Source: an optimization exercise on an open RTL-to-GDS flow (aim: small area, a short achievable clock period and few clock cycles per item). Production flows keep margins and buffers that such runs may drop. The RTL was checked by simulation tests, not by an equivalence proof against the original design.

==> inputs of run P <==
Design sw_core, start of the top module:
module sw_core (
    input  logic        clk,
    input  logic        rst,
    input  logic        i_valid,
    input  logic [31:0] i_ref_seq,
    input  logic [15:0] i_read_seq,
    input  logic [4:0]  i_ref_len,
    input  logic [3:0]  i_read_len,
    input  logic        i_ready,
    output logic        o_ready,
    output logic        o_valid,
    output logic [9:0]  o_score,
    output logic [2:0]  o_row,
    output logic [3:0]  o_column
);
clock: 13.0 ns
lec_check: 0
abc_area: 0
cap_margin: 20
core_margin: 2
core_utilization: 40
slew_margin: 20
run.sh (not shown) runs the stock make flow with config.mk's settings and CLKGATE_MAP_FILE= SYNTH_SCRIPT=/design/flow/synth_recipe.tcl, a recipe that flattens the netlist after the stock synthesis.
==> inputs of run E, as changes to run P <==
- ABC_AREA: 0 -> 1
==> inputs of run A, as changes to run P <==
--- a/flow/design.v
+++ b/flow/design.v
@@ -30,32 +30,31 @@
     assign o_start  = !run && i_valid && i_credit_ok;
     assign active   = run || o_start;
     assign ref_base = i_ref_seq[2*cnt +: 2];
     always_ff @(posedge clk or posedge rst) begin
         if (rst) begin
             run     <= 1'b0;
             cnt     <= '0;
             o_ready <= 1'b0;
-            o_first <= 1'b0;
             o_last  <= 1'b0;
         end else begin
-            o_first <= o_start;
             o_last  <= active && ({1'b0, cnt} + 5'd1 == i_ref_len);
             o_ready <= active && !o_ready && ({1'b0, cnt} + 5'd2 >= i_ref_len);
             if (o_ready) begin
                 run <= 1'b0;
                 cnt <= '0;
             end else if (active) begin
                 run <= 1'b1;
                 cnt <= cnt + 4'd1;
             end
         end
     end
     always_ff @(posedge clk) begin
+        o_first <= o_start;
         for (int r = 0; r < sw_pkg::READ_MAX_LEN; r++) begin
             o_match[r] <= (ref_base == i_read_seq[2*r +: 2]);
         end
         o_read_len <= i_read_len;
     end
 endmodule
 `default_nettype wire
 `timescale 1ns/1ps
@@ -81,47 +80,42 @@
         gt = g;
     endfunction
     function automatic logic [5:0] subsat(input logic [5:0] a, input int k);
         subsat = (int'(a) > k) ? 6'(int'(a) - k) : 6'd0;
     endfunction
     logic [5:0] a;
     logic [5:0] b;
     logic [5:0] d;
-    logic [5:0] a2;
-    logic [5:0] b2;
-    logic [5:0] d2;
-    logic [5:0] a4;
-    logic [5:0] b4;
-    logic [5:0] d4;
     logic       a_gt_b;
-    logic       d_ge_a;
-    logic       d_ge_b;
-    assign a = i_first ? 6'd0 : subsat(i_left_e, 1);
-    assign b = i_first ? 6'd0 : subsat(i_left_ht, ROW + 7);
+    logic       d_top;
+    logic       s_d;
+    logic       s_a;
+    logic       s_b;
+    assign a = subsat(i_left_e, 1);
+    assign b = subsat(i_left_ht, ROW + 7);
     generate
         if (ROW == 0) begin : g_top
             assign d = i_match ? 6'd5 : 6'd0;
         end else begin : g_below
-            assign d = i_first ? (i_match ? 6'd5 : 6'd0)
-                     : (i_match ? 6'(int'(i_diag_ht) - ROW + 2) : subsat(i_diag_ht, ROW + 5));
+            assign d = i_match ? 6'(int'(i_diag_ht) - ROW + 2) : subsat(i_diag_ht, ROW + 5);
         end
     endgenerate
-    assign a2 = 6'(int'(a) + ROW + 2);
-    assign b2 = 6'(int'(b) + ROW + 2);
-    assign d2 = 6'(int'(d) + ROW + 2);
-    assign a4 = 6'(int'(a) + ROW + 4);
-    assign b4 = 6'(int'(b) + ROW + 4);
-    assign d4 = 6'(int'(d) + ROW + 4);
     assign a_gt_b = gt(a, b);
-    assign d_ge_a = !gt(a, d);
-    assign d_ge_b = !gt(b, d);
-    assign o_e    = a_gt_b ? a : b;
-    assign o_key  = (d_ge_a && d_ge_b) ? d2 : (a_gt_b ? a2 : b2);
-    assign o_self = (d_ge_a && d_ge_b) ? d4 : (a_gt_b ? a4 : b4);
+    assign d_top  = !gt(a, d) && !gt(b, d);
+    assign s_d    = !i_first && d_top;
+    assign s_a    = !i_first && !d_top && a_gt_b;
+    assign s_b    = !i_first && !d_top && !a_gt_b;
+    assign o_e    = ({6{!i_first &&  a_gt_b}} & a) | ({6{!i_first && !a_gt_b}} & b);
+    assign o_key  = ({6{s_d}} & 6'(int'(d) + ROW + 2)) | ({6{s_a}} & 6'(int'(a) + ROW + 2))
+                  | ({6{s_b}} & 6'(int'(b) + ROW + 2))
+                  | ({6{i_first}} & (i_match ? 6'(ROW + 7) : 6'(ROW + 2)));
+    assign o_self = ({6{s_d}} & 6'(int'(d) + ROW + 4)) | ({6{s_a}} & 6'(int'(a) + ROW + 4))
+                  | ({6{s_b}} & 6'(int'(b) + ROW + 4))
+                  | ({6{i_first}} & (i_match ? 6'(ROW + 9) : 6'(ROW + 4)));
 endmodule
 `default_nettype wire
 `timescale 1ns/1ps
 `default_nettype none
 module sw_pe_array (
     input  logic        clk,
     input  logic        rst,
     input  logic [7:0]  i_match,
@@ -138,28 +132,54 @@
         for (int i = 0; i < 6; i++) begin
             g = (a[i] & ~b[i]) | (a[i] & g) | (~b[i] & g);
         end
         gt = g;
     endfunction
     function automatic logic [5:0] max2(input logic [5:0] a, input logic [5:0] b);
         max2 = gt(b, a) ? b : a;
     endfunction
+    function automatic logic [5:0] max3(input logic [5:0] a, input logic [5:0] b,
+                                        input logic [5:0] c);
+        logic ab;
+        logic ac;
+        logic bc;
+        ab = !gt(b, a);
+        ac = !gt(c, a);
+        bc = !gt(c, b);
+        max3 = ({6{ab && ac}} & a) | ({6{!ab && bc}} & b) | ({6{!ac && !bc}} & c);
+    endfunction
+    function automatic logic [5:0] max4(input logic [5:0] a, input logic [5:0] b,
+                                        input logic [5:0] c, input logic [5:0] d);
+        logic ab;
+        logic ac;
+        logic ad;
+        logic bc;
+        logic bd;
+        logic cd;
+        ab = !gt(b, a);
+        ac = !gt(c, a);
+        ad = !gt(d, a);
+        bc = !gt(c, b);
+        bd = !gt(d, b);
+        cd = !gt(d, c);
+        max4 = ({6{ab && ac && ad}} & a) | ({6{!ab && bc && bd}} & b)
+             | ({6{!ac && !bc && cd}} & c) | ({6{!ad && !bd && !cd}} & d);
+    endfunction
     function automatic int ht_bits(input int r);
         ht_bits = $clog2(6 * r + 10);
     endfunction
     function automatic int e_bits(input int r);
         e_bits = $clog2(5 * r + 3);
     endfunction
     logic [5:0] ht   [0:N-1];
     logic [5:0] e    [0:N-1];
     logic [5:0] e_n  [0:N-1];
     logic [5:0] key  [0:N-1];
     logic [5:0] self [0:N-1];
-    logic [5:0] p    [1:N-1];
     logic [5:0] ht_n [0:N-1];
     generate
         for (genvar r = 0; r < N; r++) begin : g_row
             localparam int HB = ht_bits(r);
             localparam int EB = e_bits(r);
             logic [HB-1:0] ht_q;
             logic [EB-1:0] e_q;
             logic [5:0]    diag;
@@ -181,35 +201,30 @@
                 .o_self    (self[r])
             );
             always_ff @(posedge clk) begin
                 ht_q <= HB'(ht_n[r]);
                 e_q  <= EB'(e_n[r]);
             end
         end
     endgenerate
-    logic [5:0] m23;
+    logic [5:0] m0123;
     logic [5:0] m45;
     logic [5:0] m456;
-    assign p[1] = key[0];
-    assign p[2] = max2(key[0], key[1]);
-    assign m23  = max2(key[2], key[3]);
-    assign m45  = max2(key[4], key[5]);
-    assign m456 = max2(m45, key[6]);
-    assign p[3] = max2(p[2], key[2]);
-    assign p[4] = max2(p[2], m23);
-    assign p[5] = max2(p[4], key[4]);
-    assign p[6] = max2(p[4], m45);
-    assign p[7] = max2(p[4], m456);
+    assign m0123 = max4(key[0], key[1], key[2], key[3]);
+    assign m45   = max2(key[4], key[5]);
+    assign m456  = max3(key[4], key[5], key[6]);
     assign ht_n[0] = self[0];
-    generate
-        for (genvar r = 1; r < N; r++) begin : g_h
-            assign ht_n[r] = max2(self[r], p[r]);
-        end
-    endgenerate
+    assign ht_n[1] = max2(self[1], key[0]);
+    assign ht_n[2] = max3(self[2], key[0], key[1]);
+    assign ht_n[3] = max4(self[3], key[0], key[1], key[2]);
+    assign ht_n[4] = max2(self[4], m0123);
+    assign ht_n[5] = max3(self[5], m0123, key[4]);
+    assign ht_n[6] = max3(self[6], m0123, m45);
+    assign ht_n[7] = max3(self[7], m0123, m456);
     always_ff @(posedge clk or posedge rst) begin
         if (rst) begin
             o_last <= 1'b0;
         end else begin
             o_last <= i_last;
         end
     end
     always_ff @(posedge clk) begin
@@ -287,25 +302,41 @@
             assign s2[i] = lo ? s1[2*i+1] : s1[2*i];
             assign r2[i] = lo ? r1[2*i+1] : r1[2*i];
         end
     endgenerate
     logic lo3;
     assign lo3  = gt(s2[1], s2[0]);
     assign cmax = lo3 ? s2[1] : s2[0];
     assign crow = lo3 ? r2[1] : r2[0];
+    logic [5:0]  c_max;
+    logic [2:0]  c_row;
+    logic        c_first;
+    logic        c_last;
+    always_ff @(posedge clk or posedge rst) begin
+        if (rst) begin
+            c_last <= 1'b0;
+        end else begin
+            c_last <= i_last;
+        end
+    end
+    always_ff @(posedge clk) begin
+        c_max   <= cmax;
+        c_row   <= crow;
+        c_first <= i_first;
+    end
     logic [5:0]  b_score;
     logic [2:0]  b_row;
     logic [3:0]  b_col;
     logic        b_full;
     logic [3:0]  col;
     logic        win;
     logic [12:0] n_best;
-    assign win    = i_first || gt9({cmax, ~crow}, {b_score, ~b_row});
-    assign n_best = win ? {cmax, crow, (i_first ? 4'd0 : col)} : {b_score, b_row, b_col};
+    assign win    = c_first || gt9({c_max, ~c_row}, {b_score, ~b_row});
+    assign n_best = win ? {c_max, c_row, (c_first ? 4'd0 : col)} : {b_score, b_row, b_col};
     logic        take;
     logic        out_free;
     logic [1:0]  inflight;
     logic [12:0] o_data;
     assign take        = o_valid && i_ready;
     assign out_free    = !o_valid || take;
     assign o_credit_ok = !inflight[1] || take;
     always_ff @(posedge clk or posedge rst) begin
@@ -315,29 +346,29 @@
             b_full   <= 1'b0;
         end else begin
             inflight <= inflight + 2'(i_start) - 2'(take);
             if (b_full) begin
                 if (out_free) begin
                     o_valid <= 1'b1;
                     b_full  <= 1'b0;
                 end
-            end else if (i_last) begin
+            end else if (c_last) begin
                 if (out_free) begin
                     o_valid <= 1'b1;
                 end else begin
                     b_full <= 1'b1;
                 end
             end else if (take) begin
                 o_valid <= 1'b0;
             end
         end
     end
     always_ff @(posedge clk) begin
-        col <= i_first ? 4'd1 : col + 4'd1;
+        col <= c_first ? 4'd1 : col + 4'd1;
         if (!b_full) begin
             {b_score, b_row, b_col} <= n_best;
         end
         if (out_free) begin
             o_data <= b_full ? {b_score, b_row, b_col} : n_best;
         end
     end
     assign o_score  = {4'd0, o_data[12:7]};
==> flow/flow/run.sh (new file) <==
#!/bin/bash
# The standard layout, with timing repair aiming for 7 ns of setup slack
bash standard.sh SETUP_SLACK_MARGIN=7 finish > standard.log 2>&1
==> flow/standard.sh (new file) <==
#!/bin/bash
# synth_recipe.tcl (not shown) runs the flow's synth.tcl, then flattens the netlist and writes it again
# the make line also repeats each setting of config.mk as NAME=value (left out here)
make -C /OpenROAD-flow-scripts/flow DESIGN_CONFIG=/design/flow/config.mk WORK_HOME=/design/flow/orfs CLKGATE_MAP_FILE= SYNTH_SCRIPT=/design/flow/synth_recipe.tcl "${@:-finish}"
- ABC_AREA: 0 -> 1
removed: flow/run.sh
==> inputs of run F, as changes to run P <==
- ABC_AREA: 0 -> 1
- CORE_UTILIZATION: 40 -> 60
==> qor summary <==
| metric | run F | run P | run E | run A |
|---|---|---|---|---|
| Status | no timing/DRC/antenna violations | no timing/DRC/antenna violations | no timing/DRC/antenna violations | no timing/DRC/antenna violations |
| Post-route setup slack | 6.109 ns | 3.047 ns | 6.038 ns | 7.803 ns |
| Post-route clock period utilization | 53.01% | 76.56% | 53.55% | 39.98% |
| Worst-case headroom to the max-slew limit | 38.14% | 26.81% | 37.62% | 31.74% |
| Required arrival time at the worst endpoint | 13.35 ns | 13.37 ns | 13.36 ns | 13.38 ns |
| Pin count of the biggest net entering global routing | 55 | 55 | 55 | 39 |
| Worst path depth | 54 | 29 | 48 | 36 |
| Worst hold slack across all endpoints | 0.3531 ns | 0.3555 ns | 0.3491 ns | 0.3289 ns |
| Period minus WS final | 6.891 ns | 9.953 ns | 6.962 ns | 5.197 ns |
| Latest clock arrival within the worst-skew pair | 0.46 ns | 0.50 ns | 0.47 ns | 0.50 ns |
| Hold Path Sink | array_inst.o_last | array_inst.o_last | array_inst.o_last | select_inst.c_first |
| Row count | 62 | 78 | 77 | 82 |
| Die X | 175.9 um | 219.3 um | 214.5 um | 229.9 um |
| Die Y | 175.9 um | 219.3 um | 214.5 um | 229.9 um |
| Count of buffers not belonging to the clock network in the layout | 77 | 83 | 77 | 79 |
| Met1 Resource Use GR | 43.97% | 28.72% | 30.77% | 32.15% |
| Proportion of cell area occupied by multi-input gates | 64.04% | 70.59% | 63.14% | 65.30% |
| Met2 layer usage reported by global route | 54.74% | 38.43% | 36.70% | 38.71% |
| Total Routed Length | 50,890 um | 54,660 um | 51,890 um | 62,810 um |
| Adder and majority cell fraction of the synthesized area | 8.004% | 10.53% | 8.004% | 9.133% |
| Die Area | 30,940 um^2 | 48,070 um^2 | 46,020 um^2 | 52,860 um^2 |
| Register area | 3168 um^2 | 3172 um^2 | 3168 um^2 | 3390 um^2 |
| Number of placed instances, taps included | 3,468 | 3,068 | 3,676 | 4,181 |
| Routability Congestion | 1.037 | 0.9210 | 0.9152 | 0.9541 |
Testbench counts of run P, summed over its fixed seeds: cycles 19,587, jobs 1,600.
Testbench counts of run E, summed over its fixed seeds: cycles 19,587, jobs 1,600.
Testbench counts of run A, summed over its fixed seeds: cycles 19,677, jobs 1,600.
Testbench counts of run F, summed over its fixed seeds: cycles 19,587, jobs 1,600.

-- afterwards: timing with drivers on the ports --
In the flow no input, the clock included, has a driving cell. The finished layouts below were timed again as built, in two steps.
Step 1 assumes that a clkbuf_16 drives the clock port and a buf_2 every other input.
Step 2 also shifts input and output timing later by t, the mid clock arrival at the registers, as if the neighbouring blocks saw the same clock.
a / b / c = ideal ports / drivers / drivers and shift; a / b = the first two.
run | shift t [ns] | setup slack, ns | worst setup path at the end | clock arrival spread, ns
run P | 0.549 | 3.047 / 3.047 / 3.047 | register to register | 0.023 / 0.024
run E | 0.526 | 6.038 / 6.038 / 6.038 | register to register | 0.010 / 0.009
run A | 0.557 | 7.803 / 7.803 / 7.803 | register to register | 0.018 / 0.018
run F | 0.506 | 6.109 / 6.109 / 6.109 | register to register | 0.013 / 0.013
After both steps setup and hold are still met in every run listed.
